What follows belongs to an exercise in optimizing a design on an open flow for small area; a production flow would make more cautious choices. The RTL was checked by simulation tests, not by an equivalence proof against the original design.

==> inputs of v4 <==
// settings
module settings #(
  parameter int unsigned MEMORY_WIDTH      = 32,
  parameter int unsigned ROM_MEMORY_LENGTH = 16,
  parameter int unsigned RAM_MEMORY_LENGTH = 16,
  localparam int unsigned ADDR_WIDTH       = $clog2(ROM_MEMORY_LENGTH + RAM_MEMORY_LENGTH)
) (
  input  logic                    clk,
  input  logic                    rstb,
  input  logic                    wen,
  input  logic [ADDR_WIDTH-1:0]   addr,
  input  logic [MEMORY_WIDTH-1:0] data_in,
  output logic [MEMORY_WIDTH-1:0] data_out,
  input  logic [MEMORY_WIDTH-1:0] rom_data_0,
  input  logic [MEMORY_WIDTH-1:0] rom_data_1,
  input  logic [MEMORY_WIDTH-1:0] rom_data_2,
  input  logic [MEMORY_WIDTH-1:0] rom_data_3,
  input  logic [MEMORY_WIDTH-1:0] rom_data_4,
  input  logic [MEMORY_WIDTH-1:0] rom_data_5,
  input  logic [MEMORY_WIDTH-1:0] rom_data_6,
  input  logic [MEMORY_WIDTH-1:0] rom_data_7,
  input  logic [MEMORY_WIDTH-1:0] rom_data_8,
  input  logic [MEMORY_WIDTH-1:0] rom_data_9,
  input  logic [MEMORY_WIDTH-1:0] rom_data_10,
  input  logic [MEMORY_WIDTH-1:0] rom_data_11,
  input  logic [MEMORY_WIDTH-1:0] rom_data_12,
  input  logic [MEMORY_WIDTH-1:0] rom_data_13,
  input  logic [MEMORY_WIDTH-1:0] rom_data_14,
  input  logic [MEMORY_WIDTH-1:0] rom_data_15,
  output logic [MEMORY_WIDTH-1:0] ram_data_out_0,
  output logic [MEMORY_WIDTH-1:0] ram_data_out_1,
  output logic [MEMORY_WIDTH-1:0] ram_data_out_2,
  output logic [MEMORY_WIDTH-1:0] ram_data_out_3,
  output logic [MEMORY_WIDTH-1:0] ram_data_out_4,
  output logic [MEMORY_WIDTH-1:0] ram_data_out_5,
  output logic [MEMORY_WIDTH-1:0] ram_data_out_6,
  output logic [MEMORY_WIDTH-1:0] ram_data_out_7,
  output logic [MEMORY_WIDTH-1:0] ram_data_out_8,
  output logic [MEMORY_WIDTH-1:0] ram_data_out_9,
  output logic [MEMORY_WIDTH-1:0] ram_data_out_10,
  output logic [MEMORY_WIDTH-1:0] ram_data_out_11,
  output logic [MEMORY_WIDTH-1:0] ram_data_out_12,
  output logic [MEMORY_WIDTH-1:0] ram_data_out_13,
  output logic [MEMORY_WIDTH-1:0] ram_data_out_14,
  output logic [MEMORY_WIDTH-1:0] ram_data_out_15
);
make LEC_CHECK=0 CAP_MARGIN=20 CORE_AREA='10 10 390 390' DIE_AREA='0 0 400 400' SLEW_MARGIN=20 finish   # period 12.0 ns
run.sh (not shown) runs the stock make flow with config.mk's settings and CLKGATE_MAP_FILE= SYNTH_SCRIPT=/design/flow/synth_recipe.tcl, a recipe that flattens the netlist after the stock synthesis.
==> v6 (differences from v4) <==
==> flow/flow/run.sh (new file) <==
#!/bin/bash
# Own layout flow: the standard synthesis, then its combinational logic re-mapped by
# flow/gennet.py (registers kept as synthesised), then the standard layout steps with
# minimum-size port buffers and a leaner clock tree. Each tool's output goes to its own log.
set -euo pipefail
R=orfs/results/$FLOW_PLATFORM/settings/base
bash standard.sh synth > log_synth.txt 2>&1
cp $R/1_2_yosys.v $R/1_2_yosys_standard.v
python3 flow/gennet.py $R/1_2_yosys_standard.v $R/1_2_yosys_mapped.v > log_gennet.txt 2>&1
cp $R/1_2_yosys_mapped.v $R/1_2_yosys.v
touch $R/1_2_yosys.v
export BUFFER_PORTS_ARGS="-buffer_cell sky130_fd_sc_hd__buf_1"
export IO_PLACER_V="met2 met4"
export CTS_ARGS="-sink_clustering_enable -sink_clustering_size 16 -sink_clustering_max_diameter 60 -repair_clock_nets -dont_use_dummy_load -buf_list \"sky130_fd_sc_hd__clkbuf_4 sky130_fd_sc_hd__clkbuf_8\""
bash standard.sh finish > log_layout.txt 2>&1
==> flow/flow/gennet.py (new file) <==
#!/usr/bin/env python3
"""Rewrite the standard synthesis netlist of `settings` with hand-mapped logic.

Keeps every register of the standard synthesis (same instance name, same cell type) and
replaces all combinational logic with a fixed, area-lean structure:
  write:  D = (en_w & data_in) | (hold_w & q)          one a22o per bit
          en_w = wen & !rstb & (addr == 16 + w),  hold_w = !(en_w | rstb)
  read:   one-hot select, a222oi AND-OR terms combined by nand4/nand3 and or3.
usage: gennet.py SYNTH_NETLIST OUT_NETLIST
"""
import re
import sys

src, dst = sys.argv[1], sys.argv[2]
text = open(src).read()
P = "sky130_fd_sc_hd__"

# Registers of the standard synthesis: \ram_q[w][b]<suffix>
flops = {}
for m in re.finditer(r"\b" + P + r"(\w+)\s+(\\ram_q\[(\d+)\]\[(\d+)\]\S*)\s*\((.*?)\);", text, re.S):
    cell, name, w, b, body = m.group(1), m.group(2), int(m.group(3)), int(m.group(4)), m.group(5)
    pins = dict(re.findall(r"\.(\w+)\(([^()]*)\)", body))
    flops[(w, b)] = (cell, name, pins)
assert len(flops) == 512, len(flops)
for (w, b), (cell, name, pins) in flops.items():
    assert cell.startswith("dfxtp_"), cell
    assert pins["Q"].strip() == f"ram_data_out_{w}[{b}]", (name, pins)
    assert pins["CLK"].strip() == "clk", (name, pins)

# Header: everything up to the first internal net or cell is the port list.
lines = text.split("\n")
hdr = []
for ln in lines:
    if re.match(r"\s*wire\s+(\[[^]]*\]\s*)?(_|\\)", ln) or re.match(r"\s*" + P, ln) or ln.strip() == "endmodule":
        break
    if re.match(r"\s*(wire|reg)\s", ln) and not re.search(r"\b(clk|rstb|wen|addr|data_in|data_out|rom_data_\d+|ram_data_out_\d+);", ln):
        break
    hdr.append(ln)

out = list(hdr)
wires = []
cells = []
uid = [0]


def w(name):
    wires.append(name)
    return name


def cell(typ, **pins):
    uid[0] += 1
    conns = ", ".join(f".{k}({v})" for k, v in pins.items())
    cells.append(f"  {P}{typ} u{uid[0]} ({conns});")


A = [f"addr[{i}]" for i in range(5)]
NA = [w(f"na{i}") for i in range(5)]
for i in range(5):
    cell("inv_1", A=A[i], Y=NA[i])
lit = lambda bit, v: A[bit] if v else NA[bit]

# active-low predecodes
npl = []
for k in range(4):
    n = w(f"npl{k}")
    cell("nand2_1", A=lit(0, k & 1), B=lit(1, (k >> 1) & 1), Y=n)
    npl.append(n)
nph = []
for m in range(8):
    n = w(f"nph{m}")
    cell("nand3_1", A=lit(2, m & 1), B=lit(3, (m >> 1) & 1), C=lit(4, (m >> 2) & 1), Y=n)
    nph.append(n)
sel = []
for j in range(32):
    n = w(f"sel{j}")
    cell("nor2_1", A=npl[j & 3], B=nph[j >> 2], Y=n)
    sel.append(n)

# write enables
g = w("wg")
cell("nor2b_1", A="rstb", B_N="wen", Y=g)
en, hold = [], []
for i in range(16):
    e = w(f"en{i}")
    cell("and2_1", A=g, B=sel[16 + i], X=e)
    h = w(f"hold{i}")
    cell("nor2_1", A=e, B="rstb", Y=h)
    en.append(e)
    hold.append(h)

flop_lines = []
for (i, b), (ctype, name, pins) in sorted(flops.items()):
    d = w(f"d{i}_{b}")
    cell("a22o_1", A1=en[i], A2=f"data_in[{b}]", B1=hold[i], B2=f"ram_data_out_{i}[{b}]", X=d)
    flop_lines.append(f"  {P}{ctype} {name} (.CLK(clk), .D({d}), .Q(ram_data_out_{i}[{b}]));")

# read mux
for b in range(32):
    srcs = [f"rom_data_{j}[{b}]" for j in range(16)] + [f"ram_data_out_{j}[{b}]" for j in range(16)]
    terms = []
    for g3 in range(10):
        t = w(f"t{b}_{g3}")
        j = 3 * g3
        cell("a222oi_1", A1=srcs[j], A2=sel[j], B1=srcs[j + 1], B2=sel[j + 1], C1=srcs[j + 2], C2=sel[j + 2], Y=t)
        terms.append(t)
    t = w(f"t{b}_10")
    cell("a22oi_1", A1=srcs[30], A2=sel[30], B1=srcs[31], B2=sel[31], Y=t)
    terms.append(t)
    n0, n1, n2 = w(f"r{b}_0"), w(f"r{b}_1"), w(f"r{b}_2")
    cell("nand4_1", A=terms[0], B=terms[1], C=terms[2], D=terms[3], Y=n0)
    cell("nand4_1", A=terms[4], B=terms[5], C=terms[6], D=terms[7], Y=n1)
    cell("nand3_1", A=terms[8], B=terms[9], C=terms[10], Y=n2)
    cell("or3_1", A=n0, B=n1, C=n2, X=f"data_out[{b}]")

out += [f"  wire {x};" for x in wires]
out += cells
out += flop_lines
out.append("endmodule")
open(dst, "w").write("\n".join(out) + "\n")
==> flow/standard.sh (new file) <==
#!/bin/bash
# synth_recipe.tcl (not shown) runs the flow's synth.tcl, then flattens the netlist and writes it again
# the make line also repeats each setting of config.mk as NAME=value (left out here)
make -C /OpenROAD-flow-scripts/flow DESIGN_CONFIG=/design/flow/config.mk WORK_HOME=/design/flow/orfs CLKGATE_MAP_FILE= SYNTH_SCRIPT=/design/flow/synth_recipe.tcl "${@:-finish}"
- CORE_AREA: 10 10 390 390 -> 5 5 245 245
- DIE_AREA: 0 0 400 400 -> 0 0 250 250
removed: flow/run.sh
==> impl_metrics.env <==
export IMPL_crit_path_top_delay_cell="nor2_1"
export IMPL_syn_nets=4457
export IMPL_status="no timing/DRC/antenna violations"
export IMPL_yosysTopAreaCell="dfxtp_1"
export IMPL_instances_no_fill=6748
export IMPL_synth_top_family_by_area="compound AO/OA/AOI/OAI gates"
export IMPL_ys_ff_latch=512
export IMPL_path_cells="buf_4 -> nand3b_1 -> nor2_1 -> a221oi_1 -> o21ai_0 -> o22ai_1 -> nor2_1 -> clkdlybuf4s50_1"
export IMPL_grtUsageMet1=0.3604
export IMPL_synth_fa_ha_area_frac=0
export IMPL_die_h_microns=400
export IMPL_p_sw_mw=1.411
The numbers above come from v4.

==> impl_metrics.env <==
export IMPL_reg2reg_from="ram_q[1][19]"
export IMPL_power_leakage_nw=8.920
export IMPL_path_cells="buf_1 -> inv_1 -> nand2_1 -> nor2_2 -> buf_4 -> a222oi_1 -> nand4_1 -> or3_1 -> buf_1"
export IMPL_die_h_microns=250
export IMPL_critPathLaunchType="primary input"
export IMPL_grt_max_degree=34
export IMPL_final_setup_tns_ps=0
export IMPL_routed_wl_microns=169400
export IMPL_postCtsSetupBuffers=0
export IMPL_instances_no_fill=3612
export IMPL_clkCellAreaFrac=0.02433
export IMPL_drc_errors=0
export IMPL_synthToLayoutAreaGrowth_pct=34.82
export IMPL_drv_cap=0
export IMPL_grtUsageMet1=0.5538
export IMPL_status="no timing/DRC/antenna violations"
export IMPL_post_place_ws_ps=3994
export IMPL_crit_end="data_out[28]"
export IMPL_p_sw_uw=903.5
export IMPL_syn_nets=2138
export IMPL_final_nets=3323
export IMPL_crit_path_top_delay_cell="a222oi_1"
The numbers above come from v6.

[separate check: timing with driven ports]
How much do the figures lean on ideal ports? The routed layouts below were timed once more, with nothing changed but the port constraints. Step 1 (the two cells are an assumption about what drives the block):
set clk [get_ports {clk}]
set_driving_cell -lib_cell sky130_fd_sc_hd__clkbuf_16 $clk
set_driving_cell -lib_cell sky130_fd_sc_hd__buf_2 [delete_from_list [all_inputs] $clk]
Step 2 adds t to the input delays and takes it off the output delays; t is the mean of the earliest and latest rising clock arrival at the registers after step 1. Input paths then give back, and output paths get back, about the clock's delay inside the block. Slacks: ideal / step 1 / step 2; pairs: ideal / step 1.
run | t (ns) | setup WS [ns] | worst setup path at the end | worst data-port slew with drivers (ns)
v4 | 0.714 | 2.107 / 2.075 / 2.075 | input to output | 0.39
v6 | 0.710 | 3.805 / 3.763 / 3.763 | input to output | 0.25
After both steps every run listed still meets setup and hold. For v6, which loses most, drivers alone change the setup slack by -0.042 ns; drivers and shift together by -0.042 ns.
